Source: an optimization exercise on an open RTL-to-GDS flow (aim: small area, a short achievable clock period and few clock cycles per item). Production flows keep margins and buffers that such runs may drop.
The RTL was checked by simulation tests, not by an equivalence proof against the original design.
Power figures rest on the tool's default switching activity, not on a simulated workload.

## run 1
## alu_unit_top
module alu_unit_top #(
    parameter int ND = 2     
) (
    input  logic        clk,
    input  logic        rst,
    input  logic        req_i,
    input  logic [68:0] cmd_i,
    output logic        ack_o,
    output logic [31:0] result_o
);
Size in the first run: roughly 5000 cells after synthesis, ~110 I/O pins, roughly 29000 sq um of cells after synthesis.
export LEC_CHECK = 0
export ABC_AREA = 1
export CAP_MARGIN = 20
export CORE_MARGIN = 2
export CORE_UTILIZATION = 56
export SETUP_SLACK_MARGIN = 5
export SLEW_MARGIN = 20
create_clock -name core_clock -period 11.5 [get_ports {clk}]
standard.sh (not shown) runs the stock make flow with config.mk's settings and CLKGATE_MAP_FILE= SYNTH_SCRIPT=/design/flow/synth_recipe.tcl, a recipe that flattens the netlist after the stock synthesis.
==> flow/flow/run.sh <==
#!/bin/bash
# Standard ORFS layout (the standard.sh, standard synthesis unchanged) with
# two layout-only changes: ports buffered with buf_2 instead of the delay-cell
# buffer buffer_ports picks by default, and a larger setup repair margin.
set -o pipefail
bash standard.sh \
    "BUFFER_PORTS_ARGS=-buffer_cell sky130_fd_sc_hd__buf_2" \
    SETUP_SLACK_MARGIN=5.75 \
    finish > standard.log 2>&1
No stage failed in run 1, and the final checks on the layout all came back clean.
Testbench counts of run 1, summed over its fixed seeds: cycles 8,189, items 2,400.
--- input diff run 1..run 2 ---
--- a/flow/flow/run.sh
+++ b/flow/flow/run.sh
@@ -8 +8,2 @@
-    SETUP_SLACK_MARGIN=5.75 \
+    SETUP_SLACK_MARGIN=7.5 \
+    TNS_END_PERCENT=5 \
--- a/flow/config.mk
+++ b/flow/config.mk
@@ -11 +11 @@
-export CORE_UTILIZATION = 56
+export CORE_UTILIZATION = 40
--- outcome ---
- Run 2: full flow OK, the timing, DRC and antenna checks passed
- Wire length (lower): run 1
- Run 2 reports its critical path launch point as req_i while run 1 reports cmd_i[49].
- Run 2 ended up with more standard cells than run 1.
- Compared with run 1, run 2 shows a higher total buffers and inverters traversed by the critical path.
## Diff of input files: run 3 against run 2
--- a/flow/flow/run.sh
+++ b/flow/flow/run.sh
@@ -8,2 +8 @@
-    SETUP_SLACK_MARGIN=7.5 \
-    TNS_END_PERCENT=5 \
+    SETUP_SLACK_MARGIN=6.25 \
--- a/flow/config.mk
+++ b/flow/config.mk
@@ -11 +11 @@
-export CORE_UTILIZATION = 40
+export CORE_UTILIZATION = 50
Of the two candidates, run 2 has the worse global-route wire length before repair and run 3 the better one.
Compared with run 2, run 3 shows area taken by flip-flops and latches lower by 0.47%.
Row total iterations of the first detailed-routing run: run 3 lower / run 2 higher
Summary of the comparison: total wirelength of the detailed-routed design is lower in run 3, relative to run 2.
Comparing run 3 and run 2, the lower final worst setup slack was measured on run 3.
Compare run 3 and run 2 | sequential share of layout area higher: run 3
Between run 3 and run 2, the difference in flip-flop and latch count is negligible.
Diff run 2 -> run 3 | non-clock buffer count | down by more than a quarter

Another version of the RTL of alu_unit_top (not shown whole).
For scale: about 110 flip-flops, roughly 110 I/O pins.
==> flow/config.mk <==
export PLATFORM = sky130hd
export DESIGN_NAME = alu_unit_top
export DESIGN_NICKNAME = alu_unit_top
export VERILOG_FILES = /design/flow/design.v
export SDC_FILE = /design/flow/constraint.sdc
export NUM_CORES = 4
export LEC_CHECK = 0
export ABC_AREA = 1
export CAP_MARGIN = 20
export CORE_MARGIN = 2
export CORE_UTILIZATION = 45
export SETUP_SLACK_MARGIN = 5
export SLEW_MARGIN = 20
==> flow/constraint.sdc <==
create_clock -name core_clock -period 11.5 [get_ports {clk}]
set_input_delay 2.3000 -clock core_clock [delete_from_list [all_inputs] [get_ports {clk}]]
set_output_delay 2.3000 -clock core_clock [all_outputs]
set_load 0.01 [all_outputs]
==> flow/flow/run.sh <==
#!/bin/bash
# Standard ORFS layout (the standard.sh, standard synthesis unchanged) with
# two layout-only changes: ports buffered with buf_2 instead of the delay-cell
# buffer buffer_ports picks by default, and a larger setup repair margin.
set -o pipefail
bash standard.sh \
    "BUFFER_PORTS_ARGS=-buffer_cell sky130_fd_sc_hd__buf_2" \
    SETUP_SLACK_MARGIN=6.25 \
    finish > standard.log 2>&1
The starting point produced a clean layout.
Testbench counts at the start, summed over its fixed seeds: cycles 8,189, items 2,400.
Rerun with:
- CORE_UTILIZATION: 45 -> 50
Critical path depth is higher by 13.
Flip-flop and latch count stays the same.
Final cell count is lower by a few percent.
Routed wire length is lower by a few percent.
First-iteration DRC count is higher by a few percent.
Clock power is lower by a few percent.
Power is lower by a few percent.

re-timing with driven ports:
No port has a modelled driver above. Below, the same layouts with a new extraction and two added sets of constraints. Step 1 sets driving cells, clkbuf_16 on the clock port and buf_2 on the other inputs (assumed; they add their load-dependent delay and slew). Step 2 times the ports against the registers' clock, not the clock port: input delays grow and output delays shrink by t, the midpoint of the rising clock arrivals with the driver on. a / b / c = no drivers / after step 1 / after step 2; a / b = the first two.
| run | t, ns | slack for setup (ns) | hold WS [ns] | worst data-port slew with drivers (ns) | cell pins on the clock port's net |
|---|---|---|---|---|---|
| run 1 | 0.468 | 5.774 / 5.818 / 5.350 | 0.491 / 0.491 / 0.491 | 0.04 | 1 |
| run 2 | 0.476 | 6.654 / 6.703 / 6.227 | 0.486 / 0.486 / 0.486 | 0.07 | 1 |
| run 3 | 0.464 | 6.178 / 6.209 / 5.757 | 0.490 / 0.490 / 0.490 | 0.04 | 1 |
| the first run of note 2 | 0.467 | 6.279 / 6.309 / 5.853 | 0.493 / 0.493 / 0.493 | 0.05 | 1 |
| the second run of note 2 | 0.459 | 6.239 / 6.239 / 5.852 | 0.485 / 0.485 / 0.485 | 0.09 | 1 |
After both steps every run listed still meets setup and hold. The setup slack of run 2, which loses most, moves by +0.049 ns with the drivers and by -0.427 ns with both steps.
